Context: an optimization exercise on an open-source flow, tuned for small area. The choices shown serve that exercise and are no tape-out recipe. Only simulation tests tie the RTL to the original design; equivalence was not proved. Power and IR drop assume default switching activity.

==> flow/design.v <==
`default_nettype none
package data_mem_pkg;
  localparam int WORD_W = 32;
endpackage
`default_nettype wire
`default_nettype none
module resp_word_ram #(
  parameter int DEPTH_WORDS = 64,
  parameter int WORD_W      = 32,
  parameter int AW          = 6
) (
  input  logic              clk_i,
  input  logic              clr_ni,
  input  logic              we_i,
  input  logic [AW-1:0]     waddr_i,
  input  logic [WORD_W-1:0] wdata_i,
  input  logic              re_i,
  input  logic [11:0]       raddr_pd_i,   
  output logic [WORD_W-1:0] rdata_o
);
  logic                   phase_q;
  logic [DEPTH_WORDS-1:0] valid_q;
  logic [WORD_W-1:0]      s_q [DEPTH_WORDS];
  logic [DEPTH_WORDS-1:0] wsel;
  logic [DEPTH_WORDS-1:0] rsel;
  logic [WORD_W-1:0]      wx;
  logic [WORD_W-1:0]      acc;
  logic                   hit;
  always_comb begin
    for (int i = 0; i < DEPTH_WORDS; i++) begin
      wsel[i] = we_i && (waddr_i == AW'(i));
      rsel[i] = raddr_pd_i[i % 4] && raddr_pd_i[4 + (i / 4) % 4] && raddr_pd_i[8 + (i / 16) % 4];
    end
  end
  assign wx = wdata_i ^ {WORD_W{phase_q}};
  always_ff @(posedge clk_i or negedge clr_ni) begin
    if (!clr_ni) begin
      phase_q <= 1'b0;
      valid_q <= '0;
    end else begin
      phase_q <= ~phase_q;
      valid_q <= valid_q | wsel;
    end
  end
  for (genvar i = 0; i < DEPTH_WORDS; i++) begin : g_row
    resp_word_row #(.WORD_W(WORD_W)) u_row (
      .clk_i (clk_i),
      .we_i  (wsel[i]),
      .wen_i (~wsel[i]),
      .x_i   (wx),
      .s_o   (s_q[i])
    );
  end
  localparam int NG = (DEPTH_WORDS + 2) / 3;
  logic [3*NG-1:0] rsel_x;
  logic [NG-1:0]   grp_n [WORD_W];
  assign rsel_x = (3*NG)'(rsel);
  for (genvar b = 0; b < WORD_W; b++) begin : g_rbit
    for (genvar g = 0; g < NG; g++) begin : g_grp
      if (3*g + 2 < DEPTH_WORDS) begin : g_3
        resp_aoi222 u_aoi (
          .a0_i (rsel_x[3*g]),     .b0_i (s_q[3*g][b]),
          .a1_i (rsel_x[3*g + 1]), .b1_i (s_q[3*g + 1][b]),
          .a2_i (rsel_x[3*g + 2]), .b2_i (s_q[3*g + 2][b]),
          .y_o  (grp_n[b][g])
        );
      end else if (3*g + 1 < DEPTH_WORDS) begin : g_2
        resp_aoi22 u_aoi (
          .a0_i (rsel_x[3*g]),     .b0_i (s_q[3*g][b]),
          .a1_i (rsel_x[3*g + 1]), .b1_i (s_q[3*g + 1][b]),
          .y_o  (grp_n[b][g])
        );
      end else begin : g_1
        assign grp_n[b][g] = ~(rsel_x[3*g] & s_q[3*g][b]);
      end
    end
    assign acc[b] = ~&grp_n[b];
  end
  assign hit     = re_i && |(rsel & valid_q);
  assign rdata_o = {WORD_W{hit}} & (acc ^ {WORD_W{phase_q}});
endmodule
`default_nettype wire
`default_nettype none
module resp_word_row #(
  parameter int WORD_W = 32
) (
  input  logic              clk_i,
  input  logic              we_i,
  input  logic              wen_i,
  input  logic [WORD_W-1:0] x_i,
  output logic [WORD_W-1:0] s_o
);
  always_ff @(posedge clk_i) begin
    s_o <= ~((s_o | {WORD_W{we_i}}) & (x_i | {WORD_W{wen_i}}));
  end
endmodule
`default_nettype wire
`default_nettype none
module resp_aoi222 (
  input  logic a0_i, b0_i,
  input  logic a1_i, b1_i,
  input  logic a2_i, b2_i,
  output logic y_o
);
  assign y_o = ~((a0_i & b0_i) | (a1_i & b1_i) | (a2_i & b2_i));
endmodule
module resp_aoi22 (
  input  logic a0_i, b0_i,
  input  logic a1_i, b1_i,
  output logic y_o
);
  assign y_o = ~((a0_i & b0_i) | (a1_i & b1_i));
endmodule
`default_nettype wire
`default_nettype none
import data_mem_pkg::*;
module data_mem_responder #(
  parameter int DEPTH_WORDS = 64,
  parameter int LATENCY     = 2
) (
  input  logic        clk,
  input  logic        rst,
  input  logic        req_valid,
  output logic        req_ready,
  input  logic        req_write,
  input  logic [31:0] req_addr,
  input  logic [31:0] req_wdata,
  output logic        resp_valid,
  input  logic        resp_ready,
  output logic [31:0] resp_rdata,
  output logic        resp_err
);
  localparam int AW = (DEPTH_WORDS > 1) ? $clog2(DEPTH_WORDS) : 1;
  logic [2:0]    st_q;
  logic [11:0]   addr_pd_q;   
  logic [11:0]   addr_pd;
  logic          err_q;
  logic          ld_q;
  logic [31:0]   rdata_q;
  logic [31:0]   ram_rdata;
  logic          idle;
  logic          resp;
  logic          in_err;
  logic          wr_go;
  logic          resp_next;
  assign idle   = (st_q == 3'b000);
  always_comb begin
    for (int g = 0; g < 3; g++) begin
      for (int k = 0; k < 4; k++) begin
        addr_pd[4*g + k] = (req_addr[2 + 2*g +: 2] == 2'(k));
      end
    end
  end
  assign resp   = st_q[2];
  assign in_err = (req_addr[1:0] != 2'b00) || ({2'b00, req_addr[31:2]} >= 32'(DEPTH_WORDS));
  assign wr_go  = idle && req_valid && req_write && !in_err;
  assign resp_next = (st_q == 3'b010) || (resp && !resp_ready);
  always_ff @(posedge clk or negedge rst) begin
    if (!rst) begin
      st_q <= 3'b000;
    end else begin
      case (st_q)
        3'b000:  st_q <= req_valid ? 3'b001 : 3'b000;
        3'b001:  st_q <= 3'b011;
        3'b011:  st_q <= 3'b010;
        3'b010:  st_q <= 3'b100;
        3'b100:  st_q <= resp_ready ? 3'b000 : 3'b100;
        default: st_q <= 3'b000;
      endcase
    end
  end
  always_ff @(posedge clk or negedge rst) begin
    if (!rst) begin
      rdata_q <= '0;
    end else begin
      rdata_q <= ram_rdata;
    end
  end
  always_ff @(posedge clk) begin
    if (idle) begin
      addr_pd_q <= addr_pd;
      err_q  <= in_err;
      ld_q   <= !req_write && !in_err;
    end
  end
  resp_word_ram #(
    .DEPTH_WORDS (DEPTH_WORDS),
    .WORD_W      (WORD_W),
    .AW          (AW)
  ) u_ram (
    .clk_i   (clk),
    .clr_ni  (rst),
    .we_i    (wr_go),
    .waddr_i (req_addr[AW+1:2]),
    .wdata_i (req_wdata),
    .re_i    (resp_next && ld_q),
    .raddr_pd_i (addr_pd_q),
    .rdata_o (ram_rdata)
  );
  assign req_ready  = idle;
  assign resp_valid = resp;
  assign resp_rdata = rdata_q;
  assign resp_err   = resp && err_q;
endmodule
`default_nettype wire
Settings: LEC_CHECK=0, CAP_MARGIN=10, CELL_PAD_IN_SITES_DETAIL_PLACEMENT=1, CORE_MARGIN=2, CORE_UTILIZATION=40, PLACE_DENSITY=0.5, SETUP_SLACK_MARGIN=0.15, SLEW_MARGIN=25, SYNTH_HIERARCHICAL=1, SYNTH_MINIMUM_KEEP_SIZE=0; clock period 5.0 ns.
standard.sh (not shown) runs the stock make flow with config.mk's settings and CLKGATE_MAP_FILE= SYNTH_SCRIPT=/design/flow/synth_recipe.tcl, a recipe that flattens the netlist after the stock synthesis.
==> flow/flow/run.sh <==
#!/bin/bash
# Standard layout with CTS and port-buffer options changed; each tool logs under orfs/logs.
set -euo pipefail
bash standard.sh "CTS_ARGS=-sink_clustering_enable -repair_clock_nets -dont_use_dummy_load -buf_list sky130_fd_sc_hd__clkbuf_8 -sink_clustering_size 17 -sink_clustering_max_diameter 50" 'BUFFER_PORTS_ARGS=-buffer_cell sky130_fd_sc_hd__buf_1' finish > standard.log 2>&1
The first run finished with timing, DRC and antenna clean.
Edit:
--- a/flow/design.v
+++ b/flow/design.v
@@ -16,5 +16,5 @@
   input  logic [WORD_W-1:0] wdata_i,
   input  logic              re_i,
-  input  logic [11:0]       raddr_pd_i,   
+  input  logic [AW-1:0]     raddr_i,
   output logic [WORD_W-1:0] rdata_o
 );
@@ -30,5 +30,5 @@
     for (int i = 0; i < DEPTH_WORDS; i++) begin
       wsel[i] = we_i && (waddr_i == AW'(i));
-      rsel[i] = raddr_pd_i[i % 4] && raddr_pd_i[4 + (i / 4) % 4] && raddr_pd_i[8 + (i / 16) % 4];
+      rsel[i] = (raddr_i == AW'(i));
     end
   end
@@ -77,5 +77,5 @@
     assign acc[b] = ~&grp_n[b];
   end
-  assign hit     = re_i && |(rsel & valid_q);
+  assign hit     = re_i && valid_q[raddr_i];
   assign rdata_o = {WORD_W{hit}} & (acc ^ {WORD_W{phase_q}});
 endmodule
@@ -133,6 +133,5 @@
   localparam int AW = (DEPTH_WORDS > 1) ? $clog2(DEPTH_WORDS) : 1;
   logic [2:0]    st_q;
-  logic [11:0]   addr_pd_q;   
-  logic [11:0]   addr_pd;
+  logic [AW-1:0] addr_q;
   logic          err_q;
   logic          ld_q;
@@ -145,11 +144,4 @@
   logic          resp_next;
   assign idle   = (st_q == 3'b000);
-  always_comb begin
-    for (int g = 0; g < 3; g++) begin
-      for (int k = 0; k < 4; k++) begin
-        addr_pd[4*g + k] = (req_addr[2 + 2*g +: 2] == 2'(k));
-      end
-    end
-  end
   assign resp   = st_q[2];
   assign in_err = (req_addr[1:0] != 2'b00) || ({2'b00, req_addr[31:2]} >= 32'(DEPTH_WORDS));
@@ -179,5 +171,5 @@
   always_ff @(posedge clk) begin
     if (idle) begin
-      addr_pd_q <= addr_pd;
+      addr_q <= req_addr[AW+1:2];
       err_q  <= in_err;
       ld_q   <= !req_write && !in_err;
@@ -195,5 +187,5 @@
     .wdata_i (req_wdata),
     .re_i    (resp_next && ld_q),
-    .raddr_pd_i (addr_pd_q),
+    .raddr_i (addr_q),
     .rdata_o (ram_rdata)
   );
Effect: The changed run ran to the end with no violations. Sequential power hardly moves. First-iteration DRC count fell by 7.1%. Sequential cell count fell by 6. Register-to-register slack degrades by 0.08 ns. Power fell by 3.7%.

==> re-timing with driven ports <==
The results above use ideal ports. As a check the final layouts listed here were re-extracted and re-timed, cells and wires unchanged. Step 1 sets driving cells, clkbuf_16 on the clock port and buf_2 on the other inputs (assumed; they add their load-dependent delay and slew). Step 2, shift: input delay + t, output delay - t, t = (earliest + latest rising clock arrival at the registers) / 2. This alone moves slack from input paths to output paths. Three values: no drivers, after step 1, after step 2; two values: the first two.
run	t, ns	setup WS [ns]	latest minus earliest clock arrival (ns)
the first run	1.039	0.342 / 0.342 / 0.314	0.172 / 0.171
the second run	1.032	0.267 / 0.267 / 0.267	0.129 / 0.129
After both steps every run listed still meets setup and hold. The setup slack of the first run, which loses most, moves by 0.000 ns with the drivers and by -0.028 ns with both steps.
